From an optimization exercise on the open Yosys and OpenROAD flow, aimed at small area, a short achievable clock period and few clock cycles; shortcuts taken in it are not production practice. In this exercise RTL edits were held to simulation tests only and were not proved equivalent to the original.

Design ray_gen_sequencer, start of the top module:
module ray_gen_sequencer
#(
  parameter  int DATA_W    = 32,
  parameter  int SCALE     = 16,
  parameter  int RF_ADDR_W = 5,
  parameter  int IP_W      = 6,
  parameter  int INSN_W    = rgu_pkg::insnWidth(RF_ADDR_W),
  localparam int HOST_AW   = rgu_pkg::maxInt(IP_W, RF_ADDR_W),
  localparam int HOST_DW   = rgu_pkg::maxInt(DATA_W, INSN_W)
) (
  input  logic               iClock,
  input  logic               iReset_n,
  input  logic               iStart,
  output logic               oBusy,
  output logic               oDone,
  input  logic               iFifoFull,
  output logic               oFifoPush,
  output logic [DATA_W-1:0]  oFifoData,
  input  logic               iHostSelect,
  input  logic               iHostWrite,
  input  logic               iHostInsn,
  input  logic [HOST_AW-1:0] iHostAddr,
  input  logic [HOST_DW-1:0] iHostData,
  output logic [HOST_DW-1:0] oHostData
);
Settings: LEC_CHECK=0, ABC_AREA=1, CAP_MARGIN=20, CORE_MARGIN=2, CORE_UTILIZATION=50, CTS_CLUSTER_DIAMETER=60, CTS_CLUSTER_SIZE=25, SETUP_SLACK_MARGIN=4.35, SLEW_MARGIN=20; clock period 12.0 ns.
run.sh (not shown) runs the stock make flow with config.mk's settings and CLKGATE_MAP_FILE= SYNTH_SCRIPT=/design/flow/synth_recipe.tcl, a recipe that flattens the netlist after the stock synthesis.
Testbench counts at the start, summed over its fixed seeds: cycles 13,688.
Change:
--- a/flow/design.v
+++ b/flow/design.v
@@ -214,45 +214,55 @@
   assign hzUnit = sqrtR && ((v1 && sqrt1) || (uPend && !xfer && !(sqLast && !hPend)));
   assign hzHold = uPend && sqReady && hPend && v2;
   assign stallR = stall1 || hzA1 || hzSq || hzUnit || hzHold;
   assign issue  = vR && !stallR;
   assign cancelU  = issue && (wrR || sqrtR) && (dstR == uDst);
   assign cancelH  = issue && (wrR || sqrtR) && (dstR == hDst);
   assign cancelLd = issue && (wrR || sqrtR) && (dstR == dst1);
   assign sqLoad = v1 && sqrt1;
   assign sqWr   = hPend && !v2;
   assign xfer   = uPend && sqReady && (!hPend || sqWr);
   logic [DATA_W-1:0] rfA, rfB, opA, opB;
-  logic [INSN_W-1:0] imRd;
+  logic [INSN_W-1:0] imE, imO, w0, w1;
   logic [2**RF_ADDR_W-1:0] selA, selB;
-  logic [2**IP_W-1:0]      selI;
+  logic [2**(IP_W-1)-1:0]  selE, selO;
+  logic [IP_W-1:0]         ipNext1;
   always_comb begin
     for (int i = 0; i < 2**RF_ADDR_W; i++) begin
       selA[i] = busy ? (saR == RA'(i))
                      : (!iHostInsn && (iHostAddr[RA-1:0] == RA'(i)));
       selB[i] = (sbR == RA'(i));
     end
-    for (int i = 0; i < 2**IP_W; i++)
-      selI[i] = busy ? (ip == IP_W'(i))
-                     : (iHostInsn && (iHostAddr[IP_W-1:0] == IP_W'(i)));
+    ipNext1 = ip + 1'b1;
+    for (int j = 0; j < 2**(IP_W-1); j++) begin
+      selE[j] = busy ? (ipNext1[IP_W-1:1] == (IP_W-1)'(j))
+                     : (iHostInsn && !iHostAddr[0] && (iHostAddr[IP_W-1:1] == (IP_W-1)'(j)));
+      selO[j] = busy ? (ip[IP_W-1:1] == (IP_W-1)'(j))
+                     : (iHostInsn && iHostAddr[0] && (iHostAddr[IP_W-1:1] == (IP_W-1)'(j)));
+    end
     rfA  = '0;
     rfB  = '0;
-    imRd = '0;
+    imE  = '0;
+    imO  = '0;
     for (int i = 0; i < 2**RF_ADDR_W; i++) begin
       rfA = rfA | (rf[i] & {DATA_W{selA[i]}});
       rfB = rfB | (rf[i] & {DATA_W{selB[i]}});
     end
-    for (int i = 0; i < 2**IP_W; i++)
-      imRd = imRd | (imem[i] & {INSN_W{selI[i]}});
+    for (int j = 0; j < 2**(IP_W-1); j++) begin
+      imE = imE | (imem[2*j]   & {INSN_W{selE[j]}});
+      imO = imO | (imem[2*j+1] & {INSN_W{selO[j]}});
+    end
   end
-  assign oHostData = HOST_DW'(rfA) | HOST_DW'(imRd);
+  assign oHostData = HOST_DW'(rfA) | HOST_DW'(imE) | HOST_DW'(imO);
+  assign w0 = ip[0] ? imO : imE;
+  assign w1 = ip[0] ? imE : imO;
   logic f1A, f1B, f2A, f2B, fsA, fsB;
   assign f1A = v1 && alu1 && (saR == dst1);
   assign f1B = v1 && alu1 && (sbR == dst1);
   assign f2A = v2 && (saR == dst2);
   assign f2B = v2 && (sbR == dst2);
   logic fuA, fuB;
   assign fsA = hPend && (saR == hDst);
   assign fsB = hPend && (sbR == hDst);
   assign fuA = uPend && sqReady && (saR == uDst);
   assign fuB = uPend && sqReady && (sbR == uDst);
   always_comb begin
@@ -294,23 +304,27 @@
     res2 = c2;
     for (int i = 0; i < HALF_W/2; i++) begin
       neg  = bh2[2*i+2];
       one  = bh2[2*i+1] ^ bh2[2*i];
       two  = (bh2[2*i+2] & ~bh2[2*i+1] & ~bh2[2*i]) | (~bh2[2*i+2] & bh2[2*i+1] & bh2[2*i]);
       m    = one ? a2 : (two ? {a2[DATA_W-2:0], 1'b0} : '0);
       m    = m ^ {DATA_W{neg}};
       res2 = res2 + (m << (2*i)) + (DATA_W'(neg) << (2*i));
     end
   end
   logic vRn, v1n, v2n, uPendN, hPendN, doneNext;
-  assign vRn     = startNow || (vR && !(issue && lastR));
+  logic nop0, skip0, endAt0;
+  assign nop0   = (w0[OP_LSB +: 3] == rgu_pkg::OP_NOP) || (w0[OP_LSB +: 3] == rgu_pkg::OP_RSVD);
+  assign endAt0 = nop0 && (w0[STOP_POS] || (ip == '1));
+  assign skip0  = nop0 && !endAt0;
+  assign vRn     = startNow || (vR && !(issue && (lastR || endAt0)));
   assign v1n     = issue || stall1;
   assign v2n     = v1 && !stall1 && (alu1 || mul1);
   assign uPendN  = sqLoad ? !cancelLd : (uPend && !cancelU && !xfer);
   assign hPendN  = xfer ? !cancelU : (hPend && !cancelH && !sqWr);
   assign doneNext = busy && !(vRn || v1n || v2n || uPendN || hPendN);
   always_ff @(posedge iClock or negedge iReset_n) begin
     if (!iReset_n) begin
       busy   <= 1'b0;
       oDone  <= 1'b0;
       ip     <= '0;
       vR     <= 1'b0;
@@ -319,31 +333,31 @@
       uPend  <= 1'b0;
       hPend  <= 1'b0;
     end else begin
       busy   <= startNow || (busy && !doneNext);
       oDone  <= doneNext;
       vR     <= vRn;
       v1     <= v1n;
       v2     <= v2n;
       uPend  <= uPendN;
       hPend  <= hPendN;
       if (startNow)                ip <= IP_W'(1);
-      else if (issue && !lastR)    ip <= ip + 1'b1;
+      else if (issue && !lastR)    ip <= skip0 ? ip + 2'd2 : ip + 1'b1;
     end
   end
   always_ff @(posedge iClock) begin
     if (startNow)
       insnR <= (hostWe && iHostInsn && (iHostAddr[IP_W-1:0] == '0))
                ? iHostData[INSN_W-1:0] : imem[0];
     else if (issue && !lastR)
-      insnR <= imRd;
+      insnR <= skip0 ? w1 : w0;
     if (!stall1) begin
       opA1  <= opA;
       mul1  <= mulR;
       sqrt1 <= sqrtR;
       push1 <= pushR;
       alu1  <= (opR == rgu_pkg::OP_SUB) || (opR == rgu_pkg::OP_ADD) ||
                (opR == rgu_pkg::OP_HALF);
     end
     opB1  <= opB;
     dst1  <= dstR;
     sub1  <= (opR == rgu_pkg::OP_SUB);
Clock-buffer cell count fell by 8.
Cell count rose by 1.0%.
Worst hold slack gains 0.0076 ns.
Worst setup slack gains 0.15 ns.
Routed wire length rose by 1.3%.
Synthesized area rose by 1.4%.
Cell area fell by 0.67%.
Utilization fell by 1.4 points.
Testbench counts after the change, summed over its fixed seeds: cycles 13,488.

==> separate check: timing with driven ports <==
The results above use ideal ports. As a check the final layouts listed here were re-extracted and re-timed, cells and wires unchanged.
Step 1 (the two cells are an assumption about what drives the block):
set clk [get_ports {iClock}]
set_driving_cell -lib_cell sky130_fd_sc_hd__clkbuf_16 $clk
set_driving_cell -lib_cell sky130_fd_sc_hd__buf_2 [delete_from_list [all_inputs] $clk]
Step 2 adds t to the input delays and takes it off the output delays; t is the mean of the earliest and latest rising clock arrival at the registers after step 1. Input paths then give back, and output paths get back, about the clock's delay inside the block.
Slacks: no drivers / after step 1 / after step 2; pairs: no drivers / after step 1.
| run | shift t [ns] | setup WS [ns] | clock arrival spread, ns | worst slew at a driven data input, ns |
|---|---|---|---|---|
| the first run | 0.994 | 3.997 / 3.910 / 3.910 | 0.122 / 0.122 | 0.20 |
| the second run | 1.004 | 4.142 / 3.887 / 3.887 | 0.090 / 0.091 | 0.30 |
After both steps every run listed still meets setup and hold. The setup slack of the second run, which loses most, moves by -0.255 ns with the drivers and by -0.255 ns with both steps.
